This design comes from an exercise in tuning for small area and a short achievable clock period on the open sky130 flow, not from production work. At most, simulation tests tie the RTL to the original design; equivalence was not proved. Power is estimated from default activity; no workload was simulated.

==> build 54: inputs <==
## noc_router
module noc_router (
    input  logic        clk,
    input  logic        rst,
    input  logic [2:0]  CONST_localx,
    input  logic [2:0]  CONST_localy,
    input  logic [31:0] data_n_in,
    input  logic [31:0] data_s_in,
    input  logic [31:0] data_w_in,
    input  logic [31:0] data_e_in,
    input  logic [31:0] data_p_in,
    input  logic [4:0]  data_void_in,
    input  logic [4:0]  stop_in,
    output logic [31:0] data_n_out,
    output logic [31:0] data_s_out,
    output logic [31:0] data_w_out,
    output logic [31:0] data_e_out,
    output logic [31:0] data_p_out,
    output logic [4:0]  data_void_out,
    output logic [4:0]  stop_out
);
export LEC_CHECK = 0
export CAP_MARGIN = 20
export CORE_MARGIN = 2
export CORE_UTILIZATION = 32
export PLACE_DENSITY = 0.35
export SETUP_SLACK_MARGIN = 5
export SLEW_MARGIN = 20
create_clock -name core_clock -period 10.0 [get_ports {clk}]
standard.sh (not shown) runs the stock make flow with config.mk's settings and CLKGATE_MAP_FILE= SYNTH_SCRIPT=/design/flow/synth_recipe.tcl, a recipe that flattens the netlist after the stock synthesis.
==> flow/flow/run.sh <==
#!/bin/bash
set -euo pipefail
bash standard.sh SETUP_SLACK_MARGIN=6.8 finish > standard_flow.log 2>&1
==> build 50: changes against build 54 <==
--- a/flow/design.v
+++ b/flow/design.v
@@ -32,22 +32,24 @@
         xy_route[4] = (dx == lx) && (dy == ly);
     endfunction
     logic [31:0] din [5];
     logic [31:0] f_r [5];         
     logic [31:0] b_r [5][4];      
-    logic [3:0]  rd_r [5];        
-    logic [3:0]  wr_r [5];        
-    logic [4:0]  th_r [5];        
-    logic [4:0]  stop_r;
+    logic [1:0]  rd_r [5];        
+    logic [1:0]  wr_r [5];        
+    logic [3:0]  th_r [5];        
+    logic [4:0]  full_s;          
+    logic [4:0]  go_r;            
     logic [4:0]  act_r;           
     logic [4:0]  tgt_r [5];       
     logic [31:0] od_r [5];
     logic [4:0]  ov_r;
-    logic [4:0]  mask_r [5];      
+    logic [3:0]  low_r [5];       
     logic [4:0]  ne_s, disc_s, push_s, pop_s, ldf_s, act_n_s;
     logic [4:0]  ld_s, has_s, hgnt_s, busy_s;
     logic [4:0]  hreq_s [5];      
+    logic [4:0]  lowx_s [5];      
     logic [4:0]  gnt_s [5];       
     logic [31:0] cand_s [5];
     logic [31:0] od_n_s [5];
     logic [31:0] f_n_s [5];
     assign din[0] = data_n_in;
@@ -57,29 +59,31 @@
     assign din[4] = data_p_in;
     always_comb begin
         for (int i = 0; i < 5; i++) begin
             ne_s[i]   = th_r[i][0];
             disc_s[i] = ne_s[i] && !act_r[i] && !f_r[i][31];
-            push_s[i] = !data_void_in[i] && !stop_r[i];
+            push_s[i] = !data_void_in[i] && go_r[i];
+            full_s[i] = !go_r[i] && th_r[i][3];
         end
         for (int o = 0; o < 5; o++) begin
             ld_s[o]   = !ov_r[o] || !stop_in[o];
             busy_s[o] = 1'b0;
             for (int i = 0; i < 5; i++) begin
                 busy_s[o]    = busy_s[o] | (act_r[i] & tgt_r[i][o]);
                 hreq_s[o][i] = ne_s[i] && !act_r[i] && f_r[i][31] && tgt_r[i][o];
             end
         end
         for (int o = 0; o < 5; o++) begin
+            lowx_s[o] = {1'b0, low_r[o]};
             for (int i = 0; i < 5; i++) begin
                 logic kill;
                 kill = 1'b0;
                 for (int j = 0; j < 5; j++) begin
                     if (j < i) begin
-                        kill = kill | (hreq_s[o][j] & (mask_r[o][j] | !mask_r[o][i]));
+                        kill = kill | (hreq_s[o][j] & (!lowx_s[o][j] | lowx_s[o][i]));
                     end else if (j > i) begin
-                        kill = kill | (hreq_s[o][j] & mask_r[o][j] & !mask_r[o][i]);
+                        kill = kill | (hreq_s[o][j] & !lowx_s[o][j] & lowx_s[o][i]);
                     end
                 end
                 gnt_s[o][i] = (ne_s[i] && act_r[i] && tgt_r[i][o]) ||
                               (!busy_s[o] && hreq_s[o][i] && !kill);
             end
@@ -98,11 +102,11 @@
             end
             pop_s[i]  = disc_s[i] | sent;
             ldf_s[i]  = pop_s[i] || !th_r[i][0];
             cand_s[i] = din[i] & {32{!th_r[i][1]}};
             for (int k = 0; k < 4; k++) begin
-                cand_s[i] = cand_s[i] | (b_r[i][k] & {32{th_r[i][1] & rd_r[i][k]}});
+                cand_s[i] = cand_s[i] | (b_r[i][k] & {32{th_r[i][1] && rd_r[i] == 2'(k)}});
             end
             f_n_s[i] = ldf_s[i] ? cand_s[i] : f_r[i];
             if (pop_s[i]) begin
                 act_n_s[i] = act_r[i] ? !f_r[i][30] : (f_r[i][31] && !f_r[i][30]);
             end else begin
@@ -111,29 +115,29 @@
         end
     end
     always_ff @(posedge clk or negedge rst) begin
         if (!rst) begin
             for (int i = 0; i < 5; i++) begin
-                th_r[i] <= 5'b00000;
-                rd_r[i] <= 4'b0001;
-                wr_r[i] <= 4'b0001;
+                th_r[i] <= 4'b0000;
+                rd_r[i] <= 2'd0;
+                wr_r[i] <= 2'd0;
             end
-            stop_r <= 5'b11111;
+            go_r   <= 5'b00000;
             act_r  <= 5'b00000;
         end else begin
             for (int i = 0; i < 5; i++) begin
                 if (push_s[i] && !pop_s[i]) begin
-                    th_r[i] <= {th_r[i][3:0], 1'b1};
+                    th_r[i] <= {th_r[i][2:0], 1'b1};
                 end else if (pop_s[i] && !push_s[i]) begin
-                    th_r[i] <= {1'b0, th_r[i][4:1]};
+                    th_r[i] <= {full_s[i], th_r[i][3:1]};
                 end
-                stop_r[i] <= !pop_s[i] && (th_r[i][4] || (th_r[i][3] && push_s[i]));
-                if (pop_s[i] && th_r[i][1]) begin
-                    rd_r[i] <= {rd_r[i][2:0], rd_r[i][3]};
+                go_r[i]   <= pop_s[i] || !(full_s[i] || (th_r[i][3] && push_s[i]));
+                if (pop_s[i] && (th_r[i][1] || push_s[i])) begin
+                    rd_r[i] <= rd_r[i] + 2'd1;
                 end
-                if (push_s[i] && (th_r[i][1] || (th_r[i][0] && !pop_s[i]))) begin
-                    wr_r[i] <= {wr_r[i][2:0], wr_r[i][3]};
+                if (push_s[i] && th_r[i][0]) begin
+                    wr_r[i] <= wr_r[i] + 2'd1;
                 end
                 act_r[i] <= act_n_s[i];
             end
         end
     end
@@ -142,34 +146,34 @@
             f_r[i] <= f_n_s[i];
             if (ldf_s[i] && !act_n_s[i]) begin
                 tgt_r[i] <= xy_route(cand_s[i], CONST_localx, CONST_localy);
             end
             for (int k = 0; k < 4; k++) begin
-                if (push_s[i] && th_r[i][0] && wr_r[i][k]) begin
+                if (go_r[i] && th_r[i][0] && wr_r[i] == 2'(k)) begin
                     b_r[i][k] <= din[i];
                 end
             end
         end
     end
     always_ff @(posedge clk or negedge rst) begin
         if (!rst) begin
             ov_r <= 5'b00000;
             for (int o = 0; o < 5; o++) begin
-                mask_r[o] <= 5'b11111;
+                low_r[o] <= 4'b0000;
             end
         end else begin
             for (int o = 0; o < 5; o++) begin
                 if (ld_s[o]) begin
                     ov_r[o] <= has_s[o];
                     if (hgnt_s[o]) begin
-                        for (int k = 0; k < 5; k++) begin
+                        for (int k = 0; k < 4; k++) begin
                             logic after;
                             after = 1'b0;
                             for (int i = 0; i < k; i++) begin
                                 after = after | gnt_s[o][i];
                             end
-                            mask_r[o][k] <= after | gnt_s[o][4];
+                            low_r[o][k] <= !(after | gnt_s[o][4]);
                         end
                     end
                 end
             end
         end
@@ -183,7 +187,7 @@
     assign data_s_out    = od_r[1];
     assign data_w_out    = od_r[2];
     assign data_e_out    = od_r[3];
     assign data_p_out    = od_r[4];
     assign data_void_out = ~ov_r;
-    assign stop_out      = stop_r;
+    assign stop_out      = ~go_r;
 endmodule
==> flow/flow/run.sh (replaced) <==
#!/bin/bash
set -euo pipefail
bash standard.sh SETUP_SLACK_MARGIN=6.72 \
  "BUFFER_PORTS_ARGS=-buffer_cell sky130_fd_sc_hd__buf_1" \
  "CTS_ARGS=-sink_clustering_enable -repair_clock_nets -sink_clustering_size 25 -sink_clustering_max_diameter 70 -dont_use_dummy_load" \
  finish > standard_flow.log 2>&1
- CORE_UTILIZATION: 32 -> 50
- PLACE_DENSITY: 0.35 -> 0.55
==> comparison <==
Cell count: build 54 is larger than build 50 (about 19%).
Against build 54, the count of clock-buffer cells in the layout of build 50 is lower by 132.
Synthesized cell count: build 54 is lower than build 50 (0.73%).
Between build 54 and build 50, the lower routed wire length is in build 50 (gap about 22%, measured against build 50).
In build 50 the power is smaller than in build 54, by about 11%.
Non-clock buffer count: build 54 is higher than build 50 (64).
Sequential power: build 50 is larger than build 54 (about 6%).
Between build 54 and build 50, the lower flip-flop and latch count is in build 50 (gap 30).
No functional check of the RTL was part of build 54.

## separate check: timing with driven ports
The results above use ideal ports. As a check the final layouts listed here were re-extracted and re-timed, cells and wires unchanged.
Step 1, drivers: a clkbuf_16 drives clk and a buf_2 each remaining input, both assumed.
Step 2 moves the port delays by t, midway between the first and last clock arrival at a register: inputs arrive t later, outputs are due t later. That takes back most of the time a late clock gives input paths.
Three values: ideal, step 1, step 2; two values: the first two.
run	t (ns)	setup slack, ns	slew at the worst register clock pin (ns)
build 54	0.825	6.552 / 6.473 / 5.735	0.06 / 0.06
build 50	0.723	6.542 / 6.561 / 5.838	0.10 / 0.10
After both steps setup and hold are still met in every run listed. The setup slack of build 54, which loses most, moves by -0.079 ns with the drivers and by -0.817 ns with both steps.
